This design comes from an exercise in tuning for small area, a short achievable clock period and few clock cycles on the open sky130 flow, not from production work. Function was checked by simulation only, so behaviour that the tests miss may differ from the original. Power is estimated from default activity; no workload was simulated.

## config.mk

```make
export PLATFORM = sky130hd
export DESIGN_NAME = sknobs_knob_table
export DESIGN_NICKNAME = sknobs_knob_table
export VERILOG_FILES = /design/flow/design.v
export SDC_FILE = /design/flow/constraint.sdc
export NUM_CORES = 4
export LEC_CHECK = 0
export CAP_MARGIN = 20
export CORE_MARGIN = 2
export CORE_UTILIZATION = 70
export SETUP_SLACK_MARGIN = 3.6
export SLEW_MARGIN = 20
```

## constraint.sdc

```tcl
create_clock -name core_clock -period 6.0 [get_ports {clk}]
set_input_delay 1.2000 -clock core_clock [delete_from_list [all_inputs] [get_ports {clk}]]
set_output_delay 1.2000 -clock core_clock [all_outputs]
set_load 0.01 [all_outputs]
```

## design.v

```verilog
`default_nettype none
package sknobs_hw_pkg;
   localparam int unsigned KT_NUM_ENTRIES = 16;
   localparam int unsigned KT_KEY_W       = 32;
   localparam int unsigned KT_VAL_W       = 64;
   typedef enum logic [1:0] {
      IDLE   = 2'd0,
      SEARCH = 2'd1,
      RESP   = 2'd2,
      WRITE  = 2'd3
   } kt_state_e;
   typedef enum logic {
      OP_GET = 1'b0,
      OP_SET = 1'b1
   } kt_op_e;
   typedef struct packed {
      logic [KT_KEY_W-1:0] key;
      logic [KT_VAL_W-1:0] value;
   } kt_entry_t;
endpackage
`default_nettype wire
`default_nettype none
module sknobs_kt_storage
#(
   parameter int unsigned NUM_ENTRIES = sknobs_hw_pkg::KT_NUM_ENTRIES,
   parameter int unsigned KEY_W       = sknobs_hw_pkg::KT_KEY_W,
   parameter int unsigned VAL_W       = sknobs_hw_pkg::KT_VAL_W
) (
   input  logic                   clk,
   input  logic [NUM_ENTRIES-1:0] wr_en,
   input  logic [KEY_W-1:0]       wr_key,
   input  logic [VAL_W-1:0]       wr_value,
   input  logic [KEY_W-1:0]       cmp_key,
   input  logic [NUM_ENTRIES-1:0] cmp_mask,
   output logic [NUM_ENTRIES-1:0] cmp_match,
   input  logic [NUM_ENTRIES-1:0] rd_sel,
   output logic [VAL_W-1:0]       rd_value
);
   logic [KEY_W-1:0] key_q   [NUM_ENTRIES];
   logic [VAL_W-1:0] value_q [NUM_ENTRIES];
   always_ff @(posedge clk) begin
      for (int i = 0; i < int'(NUM_ENTRIES); i++) begin
         if (wr_en[i]) begin
            key_q[i]   <= wr_key;
            value_q[i] <= wr_value;
         end
      end
   end
   always_comb begin
      for (int i = 0; i < int'(NUM_ENTRIES); i++) begin
         cmp_match[i] = cmp_mask[i] && (key_q[i] == cmp_key);
      end
   end
   always_comb begin
      rd_value = '0;
      for (int i = 0; i < int'(NUM_ENTRIES); i++) begin
         rd_value = rd_value | (value_q[i] & {VAL_W{rd_sel[i]}});
      end
   end
endmodule
`default_nettype wire
`default_nettype none
module sknobs_knob_table
#(
   parameter int unsigned NUM_ENTRIES = sknobs_hw_pkg::KT_NUM_ENTRIES,
   parameter int unsigned KEY_W       = sknobs_hw_pkg::KT_KEY_W,
   parameter int unsigned VAL_W       = sknobs_hw_pkg::KT_VAL_W,
   parameter int unsigned IDX_W       = $clog2(NUM_ENTRIES)
) (
   input  logic             clk,
   input  logic             rst,
   input  logic             clear,
   input  logic             set_valid,
   output logic             set_ready,
   input  logic [KEY_W-1:0] set_key,
   input  logic [VAL_W-1:0] set_value,
   output logic             set_err,
   input  logic             get_valid,
   output logic             get_ready,
   input  logic [KEY_W-1:0] get_key,
   input  logic [VAL_W-1:0] get_default,
   output logic             rsp_valid,
   input  logic             rsp_ready,
   output logic [VAL_W-1:0] rsp_value,
   output logic             rsp_exists,
   output logic [IDX_W:0]   count,
   output logic             full
);
   localparam int unsigned CNT_W = IDX_W + 1;
   logic [CNT_W-1:0]       count_q;         
   logic [CNT_W-1:0]       count_inc_q;     
   logic                   err_q;           
   logic                   r_valid_q;       
   logic                   r_set_q;         
   logic [KEY_W-1:0]       r_key_q;
   logic [VAL_W-1:0]       r_val_q;         
   logic [NUM_ENTRIES-1:0] r_hit_q;         
   logic                   r_app_q;         
   logic [NUM_ENTRIES-1:0] wvalid_q;        
   logic [NUM_ENTRIES-1:0] next_q;          
   logic                   rsp_valid_q;
   logic [VAL_W-1:0]       rsp_value_q;
   logic                   rsp_exists_q;
   logic                   pend_q;          
   logic                   stall;
   logic [KEY_W-1:0]       a_key;
   logic [VAL_W-1:0]       a_val;
   logic [NUM_ENTRIES-1:0] a_match, a_hit, r_w;
   logic                   a_fwd, a_any, a_new, full_w;
   assign stall  = r_valid_q && !r_set_q && rsp_valid_q && !rsp_ready;
   assign full_w = r_app_q ? count_inc_q[IDX_W] : count_q[IDX_W];
   assign a_key  = {get_valid ? get_key[KEY_W-1:KEY_W/2] : set_key[KEY_W-1:KEY_W/2],
                    set_valid ? set_key[KEY_W/2-1:0]     : get_key[KEY_W/2-1:0]};
   assign a_val  = {set_valid ? set_value[VAL_W-1:VAL_W/2] : get_default[VAL_W-1:VAL_W/2],
                    get_valid ? get_default[VAL_W/2-1:0]   : set_value[VAL_W/2-1:0]};
   assign r_w    = r_hit_q | (r_app_q ? next_q : '0);
   assign a_fwd  = r_valid_q && r_set_q && (|r_w) && (r_key_q == a_key);
   assign a_any = (|a_match) || a_fwd;
   assign a_new = set_valid && !a_any;
   assign a_hit = a_match | (a_fwd ? r_w : '0);
   logic [NUM_ENTRIES-1:0] wr_en;
   logic                   do_get;
   logic [VAL_W-1:0]       rd_value;
   logic                   r_any;
   assign wr_en  = (r_valid_q && r_set_q) ? r_w : '0;
   assign do_get = r_valid_q && !r_set_q && !stall;
   assign r_any  = |r_hit_q;
   sknobs_kt_storage #(
      .NUM_ENTRIES (NUM_ENTRIES),
      .KEY_W       (KEY_W),
      .VAL_W       (VAL_W)
   ) u_storage (
      .clk       (clk),
      .wr_en     (wr_en),
      .wr_key    (r_key_q),
      .wr_value  (r_val_q),
      .cmp_key   (a_key),
      .cmp_mask  (wvalid_q),
      .cmp_match (a_match),
      .rd_sel    (r_hit_q),
      .rd_value  (rd_value)
   );
   always_ff @(posedge clk) begin
      r_key_q <= a_key;
      if (!stall) begin
         r_set_q <= set_valid;
         r_val_q <= a_val;
         r_hit_q <= a_hit;
      end
      if (do_get) begin
         rsp_value_q  <= r_any ? rd_value : r_val_q;
         rsp_exists_q <= r_any;
      end
      if (rst) begin
         count_q     <= '0;
         count_inc_q <= CNT_W'(1);
         wvalid_q    <= '0;
         next_q      <= NUM_ENTRIES'(1);
         err_q       <= 1'b0;
         r_valid_q   <= 1'b0;
         r_app_q     <= 1'b0;
         rsp_valid_q <= 1'b0;
         pend_q      <= 1'b0;
      end else begin
         err_q   <= !stall && a_new && full_w;
         r_app_q <= !stall && a_new && !full_w;
         if (clear) begin
            count_q  <= '0;
            count_inc_q <= CNT_W'(1);
            wvalid_q <= '0;
            next_q   <= NUM_ENTRIES'(1);
         end else if (r_app_q) begin
            count_q  <= count_inc_q;
            count_inc_q <= count_inc_q + CNT_W'(1);
            next_q   <= next_q << 1;
            wvalid_q <= wvalid_q | next_q;
         end
         if (!stall) r_valid_q <= set_valid || get_valid;
         if (do_get) rsp_valid_q <= 1'b1;
         else if (rsp_ready) rsp_valid_q <= 1'b0;
         pend_q <= (stall || get_valid) && (do_get || (rsp_valid_q && !rsp_ready));
      end
   end
   assign set_ready  = !pend_q || rsp_ready;
   assign get_ready  = !pend_q || rsp_ready;
   assign rsp_valid  = rsp_valid_q;
   assign rsp_value  = rsp_value_q;
   assign rsp_exists = rsp_exists_q;
   assign set_err    = err_q;
   assign count      = r_app_q ? count_inc_q : count_q;
   assign full       = full_w;
endmodule
`default_nettype wire
```

## flow/run.sh

```bash
#!/bin/bash
# Standard ORFS layout (the standard.sh) with two placement/CTS choices changed:
#  - port buffers use buf_1 instead of the default delay-buffer cell;
#  - CTS clusters up to 14 sinks per clkbuf_8 leaf and inserts no dummy loads.
# Every tool's full output goes to a log file in this folder (and ORFS's own logs).
set -euo pipefail
export BUFFER_PORTS_ARGS="-buffer_cell sky130_fd_sc_hd__buf_1"
export CTS_ARGS="-sink_clustering_enable -repair_clock_nets -dont_use_dummy_load -buf_list sky130_fd_sc_hd__clkbuf_8 -sink_clustering_size 14 -sink_clustering_max_diameter 50"
bash standard.sh finish > orfs_make.log 2>&1
cp orfs/logs/*/sknobs_knob_table/base/*.log . 2>/dev/null || true
test -f out/final.def
```

## standard.sh

```bash
#!/bin/bash
# synth_recipe.tcl (not shown) runs the flow's synth.tcl, then flattens the netlist and writes it again
# the make line also repeats each setting of config.mk as NAME=value (left out here)
make -C /OpenROAD-flow-scripts/flow DESIGN_CONFIG=/design/flow/config.mk WORK_HOME=/design/flow/orfs CLKGATE_MAP_FILE= SYNTH_SCRIPT=/design/flow/synth_recipe.tcl "${@:-finish}"
```

==> summary.txt, run 1 <==
Avg Cell Area, Syn=roughly 18 µm²; clock power share=27.4%; port bufs=272; I/O pins=around 270; clock buffer depth=3; flops & latches, synth=between 1,500 and 2,000; worst skew pair latency=0.87 ns; Worst-path clk slew=0.08 ns; Hold Violations, Final=0; critical path class=reg -> out; Die Area=about 100,000 µm²; layout cells sized above 1=between 20% and 30%; Sink Count=between 1,500 and 2,000; Syn-to-layout area delta=14.58%; GP Congestion=between 0.9 and 1; Fmax=between 0.3 and 0.4 GHz; row count=between 100 and 150; synth unique cells=41; Cell Area, Synth=66,970 µm²; Register Area=52,100 µm²; DRC viols=0; P per Cell Area=about 280 nW/µm²; multi-input logic area=15,460 µm²; Post-Syn Nets=3,929; Initial DRC Count=6,797; fin cells=~5,600; DR WL/cell=about 37 µm; Max Cap Viol=0; hpwl dp=about 110,000 µm; Sw Pwr=between 4000 and 5000 µW; Reg power frac=between 60% and 70%; Worst Path Max Fanout=6; Clock Skew=about 0.064 ns; setup TNS=0 ns; post-synthesis sequential area ratio=around 80%; Cells after Synth=approximately 3,700; Post-DP Area=~70,000 µm²; drt first pass iters=8; CP max stage delay=0.41 ns; VDD IR-drop max=~0.00026 V; CP Launch Type=register; Via Count=roughly 40,000; CTS tree=built; Core ar.=approximately 95,000 µm²; Sw Share=~22%; final max-slew violation count=0; Die Wd=roughly 310 µm; GRT Total Usage=41.86%; RSZ-0062 raised after global routing=yes; Detailed Route WL=roughly 210,000 µm; initial antenna violation count=3; Slew headroom=approximately 18%; grt total ovfl=0; first-pass GRT wire length=around 280,000 µm; root buf cell=clkbuf_8; Combinational Power Share=8.0%; power after layout=roughly 22,000 µW; final period utilization=50.16%; placed cells=5,216; Lkg Pwr=approximately 0.024 µW; Starting Density=a little over two thirds; Internal=16,680 µW; yosys warns=4; crit path DAT=around 1.8 ns; Critical Path RT=about 4.8 ns; vias in the first global route=between 30,000 and 40,000; pin count of the biggest net entering global routing=97; Worst Tran Pin Value=approximately 1.2 ns; fin area=76,730 µm²; Hold Crit Class=reg -> reg; status=no timing/DRC/antenna violations; Final ANT Viol Nets=0; slowest CP cell=dfxtp_4; FILL cells=4,770; Die Ht=313.3 µm; CP Cell Sequence=buf_12 -> mux2_4 -> buf_6; Final min period=3.009 ns; Nets=4,511; Crit. End Element=output pin; Setup violations, final=0; Clock H-tree levels=4; vias per cell=approximately 7; CTS buffer count=approximately 150
## final timing paths
| check | slack (ns) | from | depth (start not counted) | end |
|---|---|---|---|---|
| worst min-delay path | 0.50 | r_key_q[1] | 0 | u_storage.key_q[6][1] |
| worst max-delay path | 2.99 | r_app_q | 3 | count[2] |
| worst max register to register | 3.47 | r_key_q[12] | 7 | r_hit_q[3] |
| worst min register to register | 0.50 | r_key_q[1] | 0 | u_storage.key_q[6][1] |
## registers in the layout (all words and copies together) (netlist names)
| register | count |
|---|---|
| r_val_q | 64 |
| pend_q | 1 |
| r_set_q | 1 |
| rsp_exists_q | 1 |
| wvalid_q | 16 |
| r_app_q | 1 |
| r_key_q | 32 |
| u_storage.key_q | 512 |
| r_valid_q | 1 |
| count_inc_q | 5 |
| r_hit_q | 16 |
| u_storage.value_q | 1024 |
| rsp_valid_q | 1 |
| count_q | 5 |
| rsp_value_q | 64 |
| next_q | 16 |
| err_q | 1 |
## per-layer routing
metal / vias to the layer above / GRT usage, % / wire length [µm]
met2: 3546 / 66.33 / 97300
met3: 647 / 9.553 / 26260
met4: 2 / 22.43 / 13040
met1: 20115 / 55.02 / 68840
met5: - / 0 / 10
li1: 15881 / - / -
## through the flow
step | hold WS [ns] | worst slack [ns] | util (%)
4_1_cts | 0.4894 | 2.947 | 80.09
5_1_grt | 0.5070 | 2.947 | 80.88
6_report | 0.4995 | 2.991 | 80.88
3_3_place_gp | 0.4664 | 1.117 | 74.23
2_1_floorplan | 0.4364 | 2.952 | -
3_5_place_dp | 0.4712 | 0.9773 | 74.34
## area by class of cell
class / instances / share of cell area (%)
Antenna cell: 1 / 0.003261
Tap cell: 1265 / 2.063
Clock buffer: 154 / 2.762
Timing Repair Buffer: 635 / 6.940
Sequential cell: 1761 / 67.90
Inverter: 35 / 0.1794
Multi-Input combinational cell: 1725 / 20.15
## critical path, delay by kind of cell (launching register included)
family | cells | cell delay (ns)
buffers and inverters | 2 | 0.26
muxes | 1 | 0.31
DFF | 1 | 0.41
## power groups by stage
stage	Clock, µW	Combinational [µW]	Sequential (µW)
2_1_floorplan	0	734	14100
3_3_place_gp	0	1270	14100
3_5_place_dp	0	1290	14200
4_1_cts	5870	1610	13900
5_1_grt	6280	1750	13900
6_report	5890	1720	13900
## placed cells by master, fill, tap and decap left out, types with 74 or more instances in the layout
cell         n
buf_4      227
edfxtp_1  1682
dfxtp_1     74
nand4_1    128
a22o_1      92
a221oi_1    92
buf_1      204
xnor2_1    471
clkbuf_8   155
a22oi_1    329
## cells in the mapped netlist, drive strengths merged
| cell | count | area share (%) |
|---|---|---|
| nand3 | 62 | 0.48 |
| dfxtp | 79 | 2.4 |
| a22o | 92 | 1.2 |
| a221oi | 92 | 1.2 |
| o21ai | 1 | 0.0075 |
| edfxtp | 1682 | 75 |
| inv | 35 | 0.20 |
| o22a | 64 | 0.84 |
| and2 | 4 | 0.037 |
| buf | 98 | 1.3 |
| xor2 | 51 | 0.67 |
| mux2 | 68 | 1.1 |
| o21bai | 15 | 0.22 |
| or2 | 1 | 0.0093 |
| clkbuf | 118 | 0.66 |
| nand2 | 6 | 0.034 |
| nor2b | 2 | 0.019 |
| a22oi | 329 | 3.7 |
| and3 | 1 | 0.0093 |
| a21o | 2 | 0.022 |
| o21a | 1 | 0.011 |
| nor2 | 56 | 0.31 |
| nand4 | 128 | 1.2 |
| nor4b | 1 | 0.013 |
| o22ai | 1 | 0.0093 |
| a21oi | 33 | 0.25 |
| nand2b | 3 | 0.028 |
| xnor2 | 494 | 6.5 |
| mux2i | 49 | 0.73 |
| ha | 1 | 0.019 |
| nor4 | 126 | 1.2 |
| nor3 | 35 | 0.29 |
## cells by family (layout without fill, tap and decap cells)
| group | count (synthesis) | in the layout | synth area share [%] |
|---|---|---|---|
| simple gates | 425 | 432 | 3.625 |
| compound gates | 630 | 630 | 7.453 |
| mux | 117 | 117 | 1.876 |
| other cells | 0 | 1 | 0 |
| flops | 1761 | 1761 | 77.78 |
| xor+xnor | 545 | 545 | 7.128 |
| buf+inv | 251 | 824 | 2.119 |
| fa+ha+maj | 1 | 1 | 0.01868 |
## what timing repair did
action / CTS / global route
pin swaps: 84 / 27
endpoints found under the hold margin: 0 / 0
endpoints found under the setup margin: 1182 / 258
cloned: 15 / 1
gates resized for setup: 271 / 119
hold buffers: 0 / 0
buffers inserted: 161 / 28
Testbench counts, summed over its fixed seeds: cycles 8,013.
==> run 2, diff against run 1 <==
--- a/config.mk
+++ b/config.mk
@@ -9,4 +9,4 @@
 export CORE_MARGIN = 2
-export CORE_UTILIZATION = 70
-export SETUP_SLACK_MARGIN = 3.6
+export CORE_UTILIZATION = 75
+export SETUP_SLACK_MARGIN = 3.0
 export SLEW_MARGIN = 20
==> run 2 against run 1 <==
Net effect:
- still clean
- final cell count decreased by 4.4%
- maximum frequency decreased by 7.4%
- total power shrank 1.5%
- critical path type is now reg -> reg
- highest routed layer is now met4
==> summary.txt, run 2 <==
power after layout=about 21,000 µW; fin area=73,290 µm²; Sink Count=about 1,800; Die Area=roughly 92,000 µm²; Setup violations, final=0; Lkg Pwr=between 0.02 and 0.025 µW; GP Congestion=1.019; Detailed Route WL=just under 200,000 µm; synth unique cells=41; P per Cell Area=between 200 and 300 nW/µm²; setup TNS=0 ns; slowest CP cell=nor2_4; CP Launch Type=register; vias per cell=around 7.5; final period utilization=54.14%; CTS buffer count=between 150 and 200; pin count of the biggest net entering global routing=130; port bufs=around 270; DRC viols=0; flops & latches, synth=around 1,800; max reg flops=1,024; critical path class=reg -> reg; yosys warns=4; DR WL/cell=about 37 µm; Die Ht=302.8 µm; Worst-path clk slew=~0.080 ns; Initial DRC Count=roughly 7,300; Worst Tran Pin Value=1.184 ns; worst skew pair latency=0.88 ns; clock power share=~28%; top_reg_cell synth=edfxtp_1; initial antenna violation count=3; Hold Crit Class=reg -> reg; Critical Path RT=around 6.5 ns; Internal=16,470 µW; Worst Path Max Fanout=35; hpwl dp=108,300 µm; Crit. End Element=register; ranking of synthesized cells by area=edfxtp_1 (75%), xnor2_1 (6.5%), a22oi_1 (3.7%); I/O pins=between 200 and 300; RSZ-0062 raised after global routing=yes; # hold bufs at CTS=0; Slew headroom=21.04%; Fmax=between 0.3 and 0.4 GHz; Largest delay share family, worst path=simple AND/OR/NAND/NOR gates; post-synth top area cell=edfxtp_1; top-count cell post-synth=edfxtp_1; Post-DP Area=roughly 70,000 µm²; Hold Violations, Final=0; Sw Share=22.20%; status=no timing/DRC/antenna violations; Core ar.=just under 90,000 µm²; Combinational Power Share=~7%; CP max stage delay=1.11 ns; top flop regs=u_storage.value_q x1024, u_storage.key_q x512; VDD IR-drop max=0.0002463 V; top-area cell type share of the netlist area=around 75%; post-synthesis sequential area ratio=~78%; Post-synth EDFFs=~1,700; GRT Total Usage=a little over two fifths; clock buffer depth=3; Sw Pwr=approximately 4700 µW; Max Cap Viol=0; Biggest register=u_storage.value_q; Via Count=40,074; CP Cell Sequence=nand2_2 -> nor2_4 -> buf_4; Reg power frac=65.6%; grt total ovfl=0; most frequent cells in the layout=edfxtp_1 (1,682), xnor2_1 (493), a22oi_1 (329); Avg Cell Area, Syn=17.95 µm²; Syn-to-layout area delta=9.441%; CTS tree=built; Nets=between 4,000 and 5,000; Final ANT Viol Nets=0; Post-Syn Nets=3,929; row count=109; final max-slew violation count=0; layout cells sized above 1=between 10% and 20%; Cells after Synth=3,730; asr flop ratio synth=0%; Clock H-tree levels=4; Final min period=3.249 ns; crit path DAT=roughly 3.7 ns; Die Wd=just over 300 µm; hold slack final=0.4524 ns; Clock Skew=0.08500 ns; top post-synthesis cells by count=edfxtp_1 (1,682), xnor2_1 (494), a22oi_1 (329); vias in the first global route=between 30,000 and 40,000; CP Buf/Inv Count=1; Cell Area, Synth=66,970 µm²; first-pass GRT wire length=about 280,000 µm; root buf cell=clkbuf_8; commonest non-fill, non-tap cell in the layout=edfxtp_1; drt first pass iters=8; Starting Density=roughly three quarters
==> run 2: final timing paths <==
path | start | to | slack, ns | depth (start not counted)
worst max register to register | r_set_q | u_storage.value_q[10][53] | 2.75 | 3
worst min-delay path | r_key_q[0] | u_storage.key_q[9][0] | 0.45 | 0
worst min register to register | r_key_q[0] | u_storage.key_q[9][0] | 0.45 | 0
worst max-delay path | r_set_q | u_storage.value_q[10][53] | 2.75 | 3
==> run 2: per-stage QoR <==
step / cells / util (%) / setup WS [ns]
6_report: 5330 / 82.93 / 2.751
5_1_grt: 5329 / 82.93 / 2.766
3_5_place_dp: 5100 / 79.16 / 1.051
2_1_floorplan: 3730 / - / 2.006
3_3_place_gp: 5099 / 79.13 / 0.9879
4_1_cts: 5324 / 82.71 / 2.850
==> run 2: layout make-up <==
cell class | instances | area [µm²]
Antenna cell | 2 | 5.005
Clock buffer | 151 | 2078
Fill cell | 4269 | 15080
Inverter | 35 | 135.1
Multi-Input combinational cell | 1718 | 14330
Sequential cell | 1761 | 52090
Tap cell | 1165 | 1458
Timing Repair Buffer | 498 | 3192
==> run 2: logic make-up after synthesis <==
logic type	Yosys count	share of synthesized area (%)
adder cells (fa/ha/maj)	1	0.01868
AO/OA/AOI/OAI	630	7.453
flip-flops	1761	77.78
multiplexers	117	1.876
buffers and inverters	251	2.119
AND/OR/NAND/NOR	425	3.625
XOR/XNOR	545	7.128
==> run 2: metal layers <==
metal	global-route usage, %	vias up	wire length [µm]
met2	68.56	4001	93280
met5	0	-	0
met1	57.52	19721	63930
li1	-	15576	-
met4	25.08	0	13180
met3	9.918	776	27980
==> run 2: timing repair <==
item / in CTS / in global routing
cloned: 1 / 0
setup buffers: 72 / 4
endpoints found under the setup margin: 353 / 243
pin swaps: 4 / 11
resized for setup: 60 / 26
==> run 2: power by group through the flow <==
stage               Clock [µW]  Sequential [µW]  Combinational, µW
global route              6220            13900               1500
CTS                       5810            13900               1410
floorplan                    0            14100                716
detailed placement           0            14200               1290
global placement             0            14100               1270
finish                    5810            13900               1470

port drivers added, routing unchanged:
No port has a modelled driver above. Below, the same layouts with a new extraction and two added sets of constraints.
Step 1, drivers: a clkbuf_16 drives clk and a buf_2 each remaining input, both assumed.
Step 2 moves the port delays by t, midway between the first and last clock arrival at a register: inputs arrive t later, outputs are due t later. That takes back most of the time a late clock gives input paths.
Slacks: ideal / step 1 / step 2; pairs: ideal / step 1.
run	t, ns	setup WS [ns]	latest minus earliest clock arrival (ns)	worst register clock-pin slew, ns
run 1	0.903	2.991 / 2.924 / 2.109	0.076 / 0.076	0.10 / 0.10
run 2	0.906	2.751 / 2.751 / 2.030	0.085 / 0.085	0.12 / 0.12
After both steps setup and hold are still met in every run listed. For run 1, which loses most, drivers alone change the setup slack by -0.067 ns; drivers and shift together by -0.882 ns.
